What follows belongs to an exercise in optimizing a design on an open flow for small area; a production flow would make more cautious choices. Only simulation tests tie the RTL to the original design; equivalence was not proved. Power figures rest on the tool's default switching activity, not on a simulated workload.

## flow/run.sh

```bash
#!/bin/bash
# synth_recipe.tcl (not shown) runs the flow's synth.tcl, then flattens the netlist and writes it again
# the make line also repeats each setting of config.mk as NAME=value (left out here)
make -C /OpenROAD-flow-scripts/flow DESIGN_CONFIG=/design/flow/config.mk WORK_HOME=/design/flow/orfs CLKGATE_MAP_FILE= SYNTH_SCRIPT=/design/flow/synth_recipe.tcl finish
```

## flow/config.mk

```make
export PLATFORM = sky130hd
export DESIGN_NAME = reg_file_mp
export DESIGN_NICKNAME = reg_file_mp
export VERILOG_FILES = /design/flow/design.v
export SDC_FILE = /design/flow/constraint.sdc
export NUM_CORES = 4
export LEC_CHECK = 0
export CAP_MARGIN = 20
export CORE_MARGIN = 2
export CORE_UTILIZATION = 40
export SLEW_MARGIN = 20
```

## flow/constraint.sdc

```tcl
create_clock -name core_clock -period 6.5 [get_ports {clk}]
set_input_delay 1.3000 -clock core_clock [delete_from_list [all_inputs] [get_ports {clk}]]
set_output_delay 1.3000 -clock core_clock [all_outputs]
set_load 0.01 [all_outputs]
```

## flow/design.v

```verilog
package reg_file_pkg;
    localparam int DEFAULT_DATA_W      = 32;
    localparam int DEFAULT_ADDR_W      = 4;
    localparam int DEFAULT_NUM_REGS    = 2 ** DEFAULT_ADDR_W;
    localparam int DEFAULT_PC_IDX      = 15;
    localparam int DEFAULT_PC_READ_OFS = 8;
    typedef logic [DEFAULT_NUM_REGS-1:0] pend_vec_t;
endpackage
module reg_file_rd_port
#(
    parameter int DATA_W      = reg_file_pkg::DEFAULT_DATA_W,
    parameter int ADDR_W      = reg_file_pkg::DEFAULT_ADDR_W,
    parameter int PC_IDX      = reg_file_pkg::DEFAULT_PC_IDX,
    parameter int PC_READ_OFS = reg_file_pkg::DEFAULT_PC_READ_OFS,
    localparam int NUM_REGS   = 2 ** ADDR_W
) (
    input  logic [ADDR_W-1:0]               rd_sel_i,
    input  logic [NUM_REGS-1:0][DATA_W-1:0] regFile_i,
    input  logic [NUM_REGS-1:0]             pend_i,
    input  logic                            wr0_en_i,
    input  logic [ADDR_W-1:0]               wr0_sel_i,
    input  logic [DATA_W-1:0]               wr0_data_i,
    input  logic                            wr1_en_i,
    input  logic [ADDR_W-1:0]               wr1_sel_i,
    input  logic [DATA_W-1:0]               wr1_data_i,
    input  logic                            pc_en_i,
    input  logic [DATA_W-1:0]               pc_data_i,
    input  logic                            pend_en_i,
    input  logic [ADDR_W-1:0]               pend_sel_i,
    output logic [DATA_W-1:0]               rd_data_o,
    output logic                            rd_busy_o
);
    localparam logic [ADDR_W-1:0] PC_SEL = ADDR_W'(PC_IDX);
    logic [DATA_W-1:0] rawData;
    always_comb begin
        rawData   = regFile_i[rd_sel_i];
        rd_busy_o = pend_i[rd_sel_i];
    end
    always_comb begin
        rd_data_o = rawData;
        if (rd_sel_i == PC_SEL) begin
            rd_data_o = rawData + DATA_W'(PC_READ_OFS);
        end
    end
    logic unusedBypass;
    assign unusedBypass = ^{wr0_en_i, wr0_sel_i, wr0_data_i,
                            wr1_en_i, wr1_sel_i, wr1_data_i,
                            pc_en_i, pc_data_i, pend_en_i, pend_sel_i};
endmodule
module reg_file_mp
#(
    parameter int DATA_W      = reg_file_pkg::DEFAULT_DATA_W,
    parameter int ADDR_W      = reg_file_pkg::DEFAULT_ADDR_W,
    parameter int PC_IDX      = reg_file_pkg::DEFAULT_PC_IDX,
    parameter int PC_READ_OFS = reg_file_pkg::DEFAULT_PC_READ_OFS
) (
    input  logic              clk,
    input  logic              reset,
    input  logic [ADDR_W-1:0] rd_sel_a,
    input  logic [ADDR_W-1:0] rd_sel_b,
    input  logic [ADDR_W-1:0] rd_sel_c,
    output logic [DATA_W-1:0] rd_data_a,
    output logic [DATA_W-1:0] rd_data_b,
    output logic [DATA_W-1:0] rd_data_c,
    output logic              rd_busy_a,
    output logic              rd_busy_b,
    output logic              rd_busy_c,
    input  logic              wr0_en,
    input  logic [ADDR_W-1:0] wr0_sel,
    input  logic [DATA_W-1:0] wr0_data,
    input  logic              wr1_en,
    input  logic [ADDR_W-1:0] wr1_sel,
    input  logic [DATA_W-1:0] wr1_data,
    input  logic              pc_en,
    input  logic [DATA_W-1:0] pc_data,
    input  logic              pend_en,
    input  logic [ADDR_W-1:0] pend_sel,
    output logic [DATA_W-1:0] pc_q,
    output logic [ADDR_W:0]   pend_count
);
    localparam int NUM_REGS = 2 ** ADDR_W;
    localparam int CNT_W    = ADDR_W + 1;
    localparam logic [ADDR_W-1:0] PC_SEL = ADDR_W'(PC_IDX);
    logic [NUM_REGS-1:0][DATA_W-1:0] regFile_q, regFile_d;
    logic [NUM_REGS-1:0]             pend_q, pend_d;
    logic [CNT_W-1:0]                pendCount_q, pendCount_d;
    logic                            setOk, incr, decr;
    always_comb begin
        regFile_d = regFile_q;
        if (pc_en) begin
            regFile_d[PC_IDX] = pc_data;
        end
        if (wr0_en) begin
            regFile_d[wr0_sel] = wr0_data;
        end
        if (wr1_en) begin
            regFile_d[wr1_sel] = wr1_data;
        end
    end
    always_comb begin
        setOk  = pend_en && (pend_sel != PC_SEL);
        pend_d = pend_q;
        if (wr1_en) begin
            pend_d[wr1_sel] = 1'b0;
        end
        if (setOk) begin
            pend_d[pend_sel] = 1'b1;
        end
        incr = setOk && !pend_q[pend_sel];
        decr = wr1_en && pend_q[wr1_sel] && !(setOk && (pend_sel == wr1_sel));
        pendCount_d = pendCount_q + CNT_W'(incr) - CNT_W'(decr);
    end
    always_ff @(posedge clk) begin
        if (reset) begin
            regFile_q   <= '0;
            pend_q      <= '0;
            pendCount_q <= '0;
        end else begin
            regFile_q   <= regFile_d;
            pend_q      <= pend_d;
            pendCount_q <= pendCount_d;
        end
    end
    assign pc_q       = regFile_q[PC_IDX];
    assign pend_count = pendCount_q;
    logic [2:0][ADDR_W-1:0] rdSel;
    logic [2:0][DATA_W-1:0] rdData;
    logic [2:0]             rdBusy;
    assign rdSel = {rd_sel_c, rd_sel_b, rd_sel_a};
    for (genvar p = 0; p < 3; p++) begin : gRdPort
        reg_file_rd_port #(
            .DATA_W      (DATA_W),
            .ADDR_W      (ADDR_W),
            .PC_IDX      (PC_IDX),
            .PC_READ_OFS (PC_READ_OFS)
        ) uRdPort (
            .rd_sel_i   (rdSel[p]),
            .regFile_i  (regFile_q),
            .pend_i     (pend_q),
            .wr0_en_i   (wr0_en),
            .wr0_sel_i  (wr0_sel),
            .wr0_data_i (wr0_data),
            .wr1_en_i   (wr1_en),
            .wr1_sel_i  (wr1_sel),
            .wr1_data_i (wr1_data),
            .pc_en_i    (pc_en),
            .pc_data_i  (pc_data),
            .pend_en_i  (pend_en),
            .pend_sel_i (pend_sel),
            .rd_data_o  (rdData[p]),
            .rd_busy_o  (rdBusy[p])
        );
    end
    assign rd_data_a = rdData[0];
    assign rd_data_b = rdData[1];
    assign rd_data_c = rdData[2];
    assign rd_busy_a = rdBusy[0];
    assign rd_busy_b = rdBusy[1];
    assign rd_busy_c = rdBusy[2];
endmodule
```

==> results by group <==
Run status
  • Outcome: no timing/DRC/antenna violations

Clock network
  • Total CTS buffers: 67
  • H-tree depth: 3
  • Root buffer cell: clkbuf_16
  • Clock latency at the later pin of the worst-skew pair: 620 ps
  • Clk slew on worst S/H paths: around 60 ps
  • CTS Hold Bufs: 0
  • Post-CTS Setup Repair Bufs: 0
  • Post-cts sizing count: 0
  • CTS max path bufs: 3
  • CTS sink count: around 530
  • CTS tree: done

Place
  • Routability Congestion: ~0.94
  • Placed Instance Area: between 0.04 and 0.05 mm2
  • Post-DP HPWL: roughly 100000 um
  • PortBufs: between 200 and 300

Logic synthesis
  • Post-synth ARST share: 0%
  • Synth warnings: 2
  • Synthesized instance count: just over 4k
  • Mapped Area: roughly 0.04 mm2
  • Number of flops mapped to enable cells by yosys: 0
  • Syn nets: approximately 4.2k
  • Seq/Total Area, Yosys: 27.1%
  • Avg Synthesized Cell Area: around 10 um2
  • Synth cell types: between 70 and 80
  • Synth Register Bits: around 530
  • Leading register cell type out of synthesis: dfxtp_1

Timing
  • RSZ-0062 raised after global routing: false
  • Hold Vio Cnt, Final: 0
  • Period utilization: 98.6%
  • Setup TNS: 0 ps
  • Fmax: 156 MHz
  • Number of setup violations in the final report: 0
  • Clock skew: around 17 ps
  • Tightest Pin Transition: around 1100 ps
  • Hold Worst Slack: between 500 and 600 ps
  • Tmin final: between 6000 and 7000 ps
  • Slew Limit Headroom: around 28%
  • Fin. max-slew vios: 0

Pwr
  • Clock power frac: 42.6%
  • Sw power: about 2.7 mW
  • Sw Ratio: 29.6%
  • Leakage power: about 16 nW
  • VDD IR max: 0.000136 V
  • Pwr/cell area: approximately 200 mW/mm2
  • Internal power: approximately 6.4 mW
  • Sequential share of power: around two fifths
  • Comb pwr share: between 10% and 20%

Detailed routing
  • Via count: roughly 37k
  • Antenna-violating nets left: 0
  • First drt pass iteration count: 9
  • # DRC: 0
  • Routed vias/inst: about 6.9
  • Routed wire length: roughly 170000 um
  • Initial drt markers: slightly below 5k
  • WL per Instance: 31.8 um

Critical path
  • Crit path arrival time: 5110 ps
  • R2R setup slack: roughly 3300 ps
  • Worst EP required: approximately 5200 ps
  • Slowest stage delay, CP: between 600 and 700 ps
  • Slowest cell on crit path: clkdlybuf4s50_1
  • CP bufs+invs: 4
  • Delay-heaviest family, CP: buffers and inverters
  • Max FO, Critical Path: 7
  • CP Cell Sequence: clkdlybuf4s50_1, inv_2, mux4_2, ha_1, and3_1, nor3b_2, o2111ai_1, or3_1, buf_12, nor2_1, xor2_1, clkdlybuf4s50_1
  • Crit. End Element: primary output
  • Startpoint Class: input port
  • Kind of critical path: input port to primary output
  • Most used cell, CP: clkdlybuf4s50_1

Floorplan
  • Die Area: between 0.1 and 0.15 mm2
  • # IOs: 262
  • Initial Util: ~40%
  • Std-Cell Rows: ~120
  • Core area: 0.0978 mm2
  • Die W: roughly 320 um
  • Vert. Die Dim: approximately 320 um

Min path
  • Class of the worst hold path: flop to flop

Final layout
  • # fillers: roughly 9.2k
  • Reg area: around 0.011 mm2
  • Post-route cell area: 0.0446 mm2
  • Syn-to-layout area delta: 13.4%
  • Post-layout nets: ~4.1k
  • Final core occ: a little under half
  • Multi-input gate area: around 0.026 mm2
  • Share of layout cells above drive strength 1: between 10% and 20%

Job
  • Max-cap violations: 0

Global routing
  • First-pass GRT wire length: ~250000 um
  • GRT Total Usage: about 33%
  • Grt ovf: 0
  • Vias in the first global route: 35.0k
  • Initial antenna violation count: 2
  • Largest net degree at the start of global routing: 140
[synth_stat cells (all sizes together) (2+ instances only)]
cell     instances  share of area, %
nand2b          10              0.16
and2             3             0.048
xnor2           55               1.2
a22oi           46              0.88
nor2           575               5.5
o21bai           3             0.086
mux2i          301               7.7
mux2            30              0.86
o211ai          25              0.48
a21oi           49              0.62
a31oi            5             0.080
nand4           19              0.35
dfxtp          533                27
a21o             2             0.038
xor2            37              0.82
clkbuf         334               3.2
or2              8              0.13
nor4b            2             0.045
nor3b           10              0.20
o21ai           21              0.29
o2111ai          2             0.045
a311oi         218               4.9
inv             24              0.23
nor4bb           2             0.051
and3            13              0.21
nor3            57              0.76
a32oi            8              0.18
nor2b           23              0.37
a222oi          30              0.76
a22o             2             0.045
a221oi          13              0.29
or3              2             0.032
ha              20              0.64
nand2          420               4.0
and4             4             0.089
nor4             8              0.24
mux4           453                26
o22ai            4             0.064
a211oi         243               4.7
nand3b           3             0.089
nand3          207               2.6
buf            206               3.5
[power by group through the flow]
| stage | sequential [mW] | combinational [mW] | clock, mW |
|---|---|---|---|
| floorplan | 3.56 | 1.10 | 0 |
| global placement | 3.61 | 1.65 | 0 |
| detailed placement | 3.61 | 1.66 | 0 |
| CTS | 3.54 | 1.67 | 3.92 |
| global route | 3.57 | 1.77 | 4.04 |
| finish | 3.55 | 1.70 | 3.89 |
[layout make-up]
class                           count  share of cell area (%)
Sequential cell                   533                    23.9
Antenna cell                        3                  0.0168
Tap cell                         1287                    3.61
Inverter                           25                   0.210
Multi-Input combinational cell   2944                    58.6
Clock buffer                       98                    4.46
Timing Repair Buffer              400                    8.67
Clock inverter                     18                   0.513
[through the flow]
| stage | setup WS [ps] | cells | power [mW] |
|---|---|---|---|
| after floorplan | 566 | 4042 | 4.66 |
| after global placement | 134 | 5188 | 5.26 |
| after detailed placement | 140 | 5188 | 5.28 |
| after CTS | 137 | 5304 | 9.13 |
| after global routing | 23.9 | 5307 | 9.38 |
| final | 90.4 | 5308 | 9.14 |
[kinds of logic (layout without fill, tap and decap cells)]
family	count (synthesis)	in the layout	share of synthesized area, %
flops	533	533	27.1
other cells	0	3	0
simple gates	1371	1371	15.0
mux	784	784	34.7
xor+xnor	92	92	2.05
compound gates	676	676	13.5
buf+inv	565	541	6.98
fa+ha+maj	21	21	0.687
[final timing paths]
path,start,endpoint,cells past startpoint
setup / recovery,rd_sel_b[3],rd_data_b[21],12
hold / removal,regFile_q[116],regFile_q[116],2
setup reg to reg,pend_q[13],pendCount_q[4],11
hold reg to reg,regFile_q[116],regFile_q[116],2
[flip-flops by register name (all words and copies together), names as in the netlist]
name         cells
regFile_q      512
pend_q          16
pendCount_q      5
[layout by cell type, fill, tap and decap left out, types with 20 or more instances in the layout]
cell type and n:
nor2_1 564, dfxtp_1 533, mux4_2 437, nand2_1 393, mux2i_1 299, clkdlybuf4s50_1 249
a211oi_1 242, a311oi_1 218, nand3_1 204, buf_4 127, clkbuf_16 71, xnor2_1 55
nor3_1 52, a21oi_1 48, a22oi_1 46, xor2_1 37, mux2_2 30, a222oi_1 30
nand2_2 26, o211ai_1 25, nor2b_1 23, inv_1 22, ha_1 20
[tightest hold or removal path, stage by stage (launching register included)]
cell and delay, ps:
dfxtp_1 330, nand2_1 60, a311oi_1 70
[per-layer routing]
| metal | share of wire [%] | GRT usage [%] | routed length [um] | vias up |
|---|---|---|---|---|
| met3 | 13 | 8.43 | 21200 | 592 |
| met2 | 44 | 49.4 | 74300 | 2662 |
| met5 | 0 | 0 | 0 | - |
| li1 | - | - | - | 15300 |
| met4 | 6.6 | 19.4 | 11200 | 0 |
| met1 | 37 | 42.2 | 62300 | 18100 |

afterwards: timing with drivers on the ports:
How much do the figures lean on ideal ports? The routed layout below was timed once more, with nothing changed but the port constraints. Step 1, drivers: a clkbuf_16 drives clk and a buf_2 each remaining input, both assumed. Step 2, shift: input delay + t, output delay - t, t = (earliest + latest rising clock arrival at the registers) / 2. This alone moves slack from input paths to output paths. a / b / c = ideal / step 1 / step 2; a / b = the first two.
t (ns): 0.697
setup slack, ns: 0.090 / 0.060 / 0.060
worst setup path after step 2: input to output
worst slew at a driven data input, ns: 0.15
After both steps setup and hold are still met in this run. The setup slack of this run moves by -0.030 ns with the drivers and by -0.030 ns with both steps.
